This is an optimization exercise on Yosys and OpenROAD, whose aim is small area, not a production implementation. The RTL was checked by simulation tests, not by an equivalence proof against the original design. Power is estimated from default activity; no workload was simulated.

==> flow/design.v <==
`timescale 1ns/1ps
module row_mux (
	input  logic [20-1:0]               sel,
	input  logic [20*10-1:0]   d,
	output logic [10-1:0]               y
);
	always_comb begin
		y = '0;
		for (int q = 0; q < 20; q++) y |= sel[q] ? d[q*10 +: 10] : '0;
	end
endmodule
`timescale 1ns/1ps
module tetris_core (
	input  logic                    clk,
	input  logic                    reset,
	input  logic                    tick,
	input  logic                    start,
	input  logic                    left,
	input  logic                    right,
	input  logic                    rotate,
	input  logic                    down,
	input  logic [2:0]              next_kind,
	input  logic [5-1:0]       row_sel,
	output logic [10-1:0]  row_bits,
	output logic                    playing,
	output logic                    game_over,
	output logic [10-1:0]     lines,
	output logic [6-1:0]     level
);
	logic [10-1:0] ring [20];
	logic [4:0] ph;
	logic [4:0] ph_next;
	logic [10-1:0] cur_row;    
	logic [10-1:0] next_row;   
	logic [10-1:0] wr_row;
	logic [5:0] diff;
	logic [4:0] idx;
	logic [20-1:0] sel;
	logic [20*10-1:0] flat;
	assign cur_row = ring[0];
	assign next_row = ring[1];
	always_ff @(posedge clk) begin
		for (int q = 0; q < 20 - 1; q++) begin
			ring[q] <= ring[q + 1];
		end
		ring[20 - 1] <= wr_row;
	end
	assign ph_next = (ph == 5'd19) ? 5'd0 : ph + 1'b1;
	always_ff @(posedge clk) begin
		if (reset) ph <= '0;
		else ph <= ph_next;
	end
	assign diff = {1'b0, row_sel} - {1'b0, ph};
	assign idx = diff[5] ? diff[4:0] + 5'd20 : diff[4:0];
	always_comb begin
		for (int q = 0; q < 20; q++) begin
			sel[q] = (idx == q) && (row_sel < 20);
			flat[q*10 +: 10] = ring[q];
		end
	end
	row_mux u_mux (.sel(sel), .d(flat), .y(row_bits));
	logic [7:0] shp_nb;
	logic [3:0] shp_far;
	logic [3:0] shp_pcx;
	logic [4:0] shp_prow;     
	logic [13:0] shp_mask;    
	logic dm2, dm1, dz, dp1, dp2;
	localparam logic [2:0] ST_IDLE  = 3'd0;
	localparam logic [2:0] ST_WIPE  = 3'd1;
	localparam logic [2:0] ST_READY = 3'd2;
	localparam logic [2:0] ST_TEST  = 3'd3;
	localparam logic [2:0] ST_LOCK  = 3'd4;
	logic [2:0] state;
	logic act;             
	logic run;             
	logic last;            
	logic [7:0] nb_q;
	logic [3:0] far_q;
	logic no_turn;         
	logic [4:0] rel_q;
	logic [3:0] pcx_q;
	logic [7:0] nb_cw, nb_ccw;
	logic [3:0] far_cw, far_ccw;
	logic rot_req;
	logic rot_go;
	logic sh_go;
	logic sh_left;
	logic dn_go;
	logic sp_go;           
	logic acc;             
	logic [2:0] cnt;       
	logic first;           
	logic dly;             
	logic [10-1:0] hold;
	logic rotate_d;
	logic rot_latch;
	logic rot_edge;
	logic [3:0] grav;      
	logic grav_due;
	logic sat;             
	logic [10-1:0] pmask;
	logic [10-1:0] v;
	logic entry;
	logic off_rows;
	logic hit_side;
	logic hit_down;
	logic hit_now;
	logic hit_all;
	logic [4:0] rel_inc;
	logic [7:0] sp_nb;
	logic sp_i;
	assign rot_edge = rotate && !rotate_d;
	assign no_turn = nb_q[0] && nb_q[7] && nb_q[6];
	assign rot_req = (rot_latch || rot_edge) && !no_turn;
	assign level = (sat || lines[8]) ? '1 : lines[7:2];
	assign grav_due = (level > 6'(8)) || (grav > 4'd8);
	assign shp_nb = nb_q;
	assign shp_far = far_q;
	assign shp_pcx = pcx_q;
	assign nb_cw = {nb_q[5:0], nb_q[7:6]};
	assign far_cw = {far_q[2:0], far_q[3]};
	assign nb_ccw = {nb_q[1:0], nb_q[7:2]};
	assign far_ccw = {far_q[0], far_q[3:1]};
	assign dm2 = rel_q == 5'd18;
	assign dm1 = rel_q == 5'd19;
	assign dz  = rel_q == 5'd0;
	assign dp1 = rel_q == 5'd1;
	assign dp2 = rel_q == 5'd2;
	assign shp_prow[0] = dz & shp_far[2];
	assign shp_prow[1] = (dm1 & shp_nb[5]) | (dz & shp_nb[4]) | (dp1 & shp_nb[3]);
	assign shp_prow[2] = (dm2 & shp_far[3]) | (dm1 & shp_nb[6]) | dz | (dp1 & shp_nb[2]) | (dp2 & shp_far[1]);
	assign shp_prow[3] = (dm1 & shp_nb[7]) | (dz & shp_nb[0]) | (dp1 & shp_nb[1]);
	assign shp_prow[4] = dz & shp_far[0];
	logic [15:0] pc_oh;
	always_comb begin
		for (int j = 0; j < 16; j++) pc_oh[j] = shp_pcx == 4'(j);
		for (int c = 0; c < 14; c++) begin
			shp_mask[c] = 1'b0;
			for (int k = 0; k < 5; k++) if (c + 2 - k >= 0 && c + 2 - k < 16) shp_mask[c] |= shp_prow[k] & pc_oh[c + 2 - k];
		end
	end
	assign pmask = shp_mask[11:2];
	assign run = (state == ST_WIPE || state == ST_TEST || state == ST_LOCK) && (act || ph == 5'd0);
	assign last = run && ph == 5'd19;
	assign v = cur_row | (first ? pmask : '0);
	assign entry = run && state == ST_LOCK && cnt != 3'd0 && ph == 5'd0;
	always_comb begin
		if ((run && state == ST_WIPE) || entry) wr_row = '0;
		else if (dly) wr_row = hold;
		else wr_row = v;
	end
	assign off_rows = (|shp_prow) && (
		(ph == 5'd19 && (rel_q == 5'd18 || rel_q == 5'd19)) || (ph == 5'd18 && rel_q == 5'd18) ||
		(ph == 5'd0 && (rel_q == 5'd1 || rel_q == 5'd2)) || (ph == 5'd1 && rel_q == 5'd2));
	assign hit_side = |(pmask & cur_row) || shp_mask[0] || shp_mask[1] || shp_mask[12] || shp_mask[13] || off_rows;
	assign hit_down = |(pmask & ((ph == 5'd19) ? {10{1'b1}} : next_row));
	assign hit_now = (rot_go || sh_go || sp_go) ? hit_side : hit_down;
	assign hit_all = acc || hit_now;
	always_comb begin
		case (next_kind)
			3'd1: sp_nb = 8'b0101_0001;
			3'd2: sp_nb = 8'b1100_0001;
			3'd3: sp_nb = 8'b1001_0001;
			3'd4: sp_nb = 8'b0011_0001;
			3'd5: sp_nb = 8'b1101_0000;
			3'd6: sp_nb = 8'b0110_0001;
			default:  sp_nb = 8'b0001_0001;
		endcase
	end
	assign sp_i = next_kind == 3'd7;
	assign rel_inc = (rel_q == 5'd19) ? 5'd0 : rel_q + 1'b1;
	always_ff @(posedge clk) begin
		hold <= v;
	end
	always_ff @(posedge clk) begin
		if (reset) begin
			state <= ST_WIPE;
			act <= 1'b0;
			rot_go <= 1'b0;
			sh_go <= 1'b0;
			dn_go <= 1'b0;
			sp_go <= 1'b0;
			dly <= 1'b0;
			first <= 1'b0;
			rotate_d <= 1'b0;
			rot_latch <= 1'b0;
			playing <= 1'b0;
			game_over <= 1'b0;
			lines <= '0;
			sat <= 1'b0;
		end else begin
			rotate_d <= rotate;
			if (rot_edge) rot_latch <= 1'b1;
			act <= run && !last;
			rel_q <= rel_inc;
			sat <= sat || lines[8];
			if (run) begin
				acc <= (ph != 5'd0 && acc) || hit_now;
			end
			case (state)
				ST_IDLE: begin
					if (start) begin
						rot_latch <= 1'b0;
						playing <= 1'b1;
						game_over <= 1'b0;
						lines <= '0;
						sat <= 1'b0;
						nb_q <= sp_nb;
						far_q <= sp_i ? 4'b0100 : 4'b0000;
						rel_q <= sp_i ? ph_next : ph;
						pcx_q <= sp_i ? 4'd7 : 4'd6;
						grav <= '0;
						state <= ST_WIPE;
					end
				end
				ST_WIPE: begin
					if (last) state <= playing ? ST_READY : ST_IDLE;
				end
				ST_READY: begin
					if (tick) begin
						rot_go <= rot_req;
						if (rot_req) begin
							nb_q <= nb_cw;
							far_q <= far_cw;
						end else if (left ^ right) begin
							pcx_q <= left ? pcx_q - 1'b1 : pcx_q + 1'b1;
						end
						rot_latch <= 1'b0;
						sh_go <= left ^ right;
						sh_left <= left;
						dn_go <= down || grav_due;
						grav <= (down || grav_due) ? level[3:0] : grav + 1'b1;
						state <= ST_TEST;
					end
				end
				ST_TEST: begin
					if (!rot_go && !sh_go && !dn_go && !sp_go) begin
						state <= ST_READY;
					end else if (run) begin
						if (!rot_go && !sh_go && !sp_go) begin
							cnt <= ((ph == 5'd0) ? 3'd0 : cnt) + {2'b0, &(cur_row | pmask)};
						end
						if (last) begin
							if (rot_go) begin
								rot_go <= 1'b0;
								if (hit_all) begin
									nb_q <= nb_ccw;
									far_q <= far_ccw;
								end
								if (sh_go) pcx_q <= sh_left ? pcx_q - 1'b1 : pcx_q + 1'b1;
							end else if (sh_go) begin
								sh_go <= 1'b0;
								if (hit_all) pcx_q <= sh_left ? pcx_q + 1'b1 : pcx_q - 1'b1;
							end else if (sp_go) begin
								sp_go <= 1'b0;
								playing <= !hit_all;
								game_over <= hit_all;
								state <= hit_all ? ST_IDLE : ST_READY;
							end else begin
								dn_go <= 1'b0;
								if (!hit_all) begin
									rel_q <= rel_q;   
								end else begin
									first <= 1'b1;
									state <= ST_LOCK;
								end
							end
						end
					end
				end
				ST_LOCK: begin
					if (run) begin
						dly <= (entry || dly) && !(&v);
					end
					if (entry) begin
						lines <= lines + 1'b1;
					end
					if (last) begin
						first <= 1'b0;
						if (cnt > 3'd1) begin
							cnt <= cnt - 1'b1;
						end else begin
							nb_q <= sp_nb;
							far_q <= sp_i ? 4'b0100 : 4'b0000;
							rel_q <= sp_i ? ph_next : ph;
							pcx_q <= sp_i ? 4'd7 : 4'd6;
							grav <= level[3:0];
							if (first) begin
								sp_go <= 1'b1;
								state <= ST_TEST;
							end else begin
								state <= ST_READY;
							end
						end
					end
				end
				default: state <= ST_IDLE;
			endcase
		end
	end
endmodule
Settings: LEC_CHECK=0, CAP_MARGIN=20, CORE_MARGIN=2, CORE_UTILIZATION=60, PLACE_DENSITY=0.7, SLEW_MARGIN=20, SYNTH_HIERARCHICAL=1; clock period 10.0 ns.
standard.sh (not shown) runs the stock make flow with config.mk's settings and CLKGATE_MAP_FILE= SYNTH_SCRIPT=/design/flow/synth_recipe.tcl, a recipe that flattens the netlist after the stock synthesis.
==> flow/flow/run.sh <==
#!/bin/bash
# The standard layout (standard.sh) with these changes:
#  - each port gets the smallest buffer, buf_1, as its port buffer
#  - timing-driven global placement does not keep its trial resizing
#    (repair_design after placement still fixes slew and capacitance)
#  - clock tree synthesis uses clkbuf_8 in clusters of at most 16 sinks and
#    inserts no dummy loads
# The full output of the flow goes to standard.log in the work folder.
cd "$(dirname "$0")/.."
export BUFFER_PORTS_ARGS="-buffer_cell sky130_fd_sc_hd__buf_1"
export GPL_KEEP_OVERFLOW=0
export CTS_ARGS="-sink_clustering_enable -repair_clock_nets -sink_clustering_size 16 -sink_clustering_max_diameter 80 -buf_list sky130_fd_sc_hd__clkbuf_8 -dont_use_dummy_load"
bash standard.sh > standard.log 2>&1
The baseline produced a clean layout.
Rerun with:
==> flow/flow/run.sh (replaced) <==
#!/bin/bash
# The standard layout (standard.sh) with two changes:
#  - each port gets the smallest buffer, buf_1, as its port buffer
#  - clock tree synthesis inserts no dummy loads
# The full output of the flow goes to standard.log in the work folder.
cd "$(dirname "$0")/.."
export BUFFER_PORTS_ARGS="-buffer_cell sky130_fd_sc_hd__buf_1"
export CTS_ARGS="-sink_clustering_enable -repair_clock_nets -sink_clustering_size 20 -sink_clustering_max_diameter 60 -buf_list sky130_fd_sc_hd__clkbuf_8 -dont_use_dummy_load"
bash standard.sh > standard.log 2>&1
Result: Setup slack is worse by 29 ps; sequential power barely changes; global-route usage hardly moves.

static timing again, ports no longer ideal:
The flow's constraints put no driver on any port. The routed layouts listed below were extracted and timed again, unchanged, in two steps. Step 1 sets driving cells, clkbuf_16 on the clock port and buf_2 on the other inputs (assumed; they add their load-dependent delay and slew). Step 2 moves the port delays by t, midway between the first and last clock arrival at a register: inputs arrive t later, outputs are due t later. That takes back most of the time a late clock gives input paths. a / b / c = no drivers / after step 1 / after step 2; a / b = the first two.
run	t, ns	slack for setup (ns)	worst register clock-pin slew, ns
the first run	0.571	2.216 / 2.194 / 2.194	0.12 / 0.12
the second run	0.554	2.186 / 2.163 / 2.163	0.11 / 0.11
After both steps setup and hold are still met in every run listed. For the second run, which loses most, drivers alone change the setup slack by -0.023 ns; drivers and shift together by -0.023 ns.
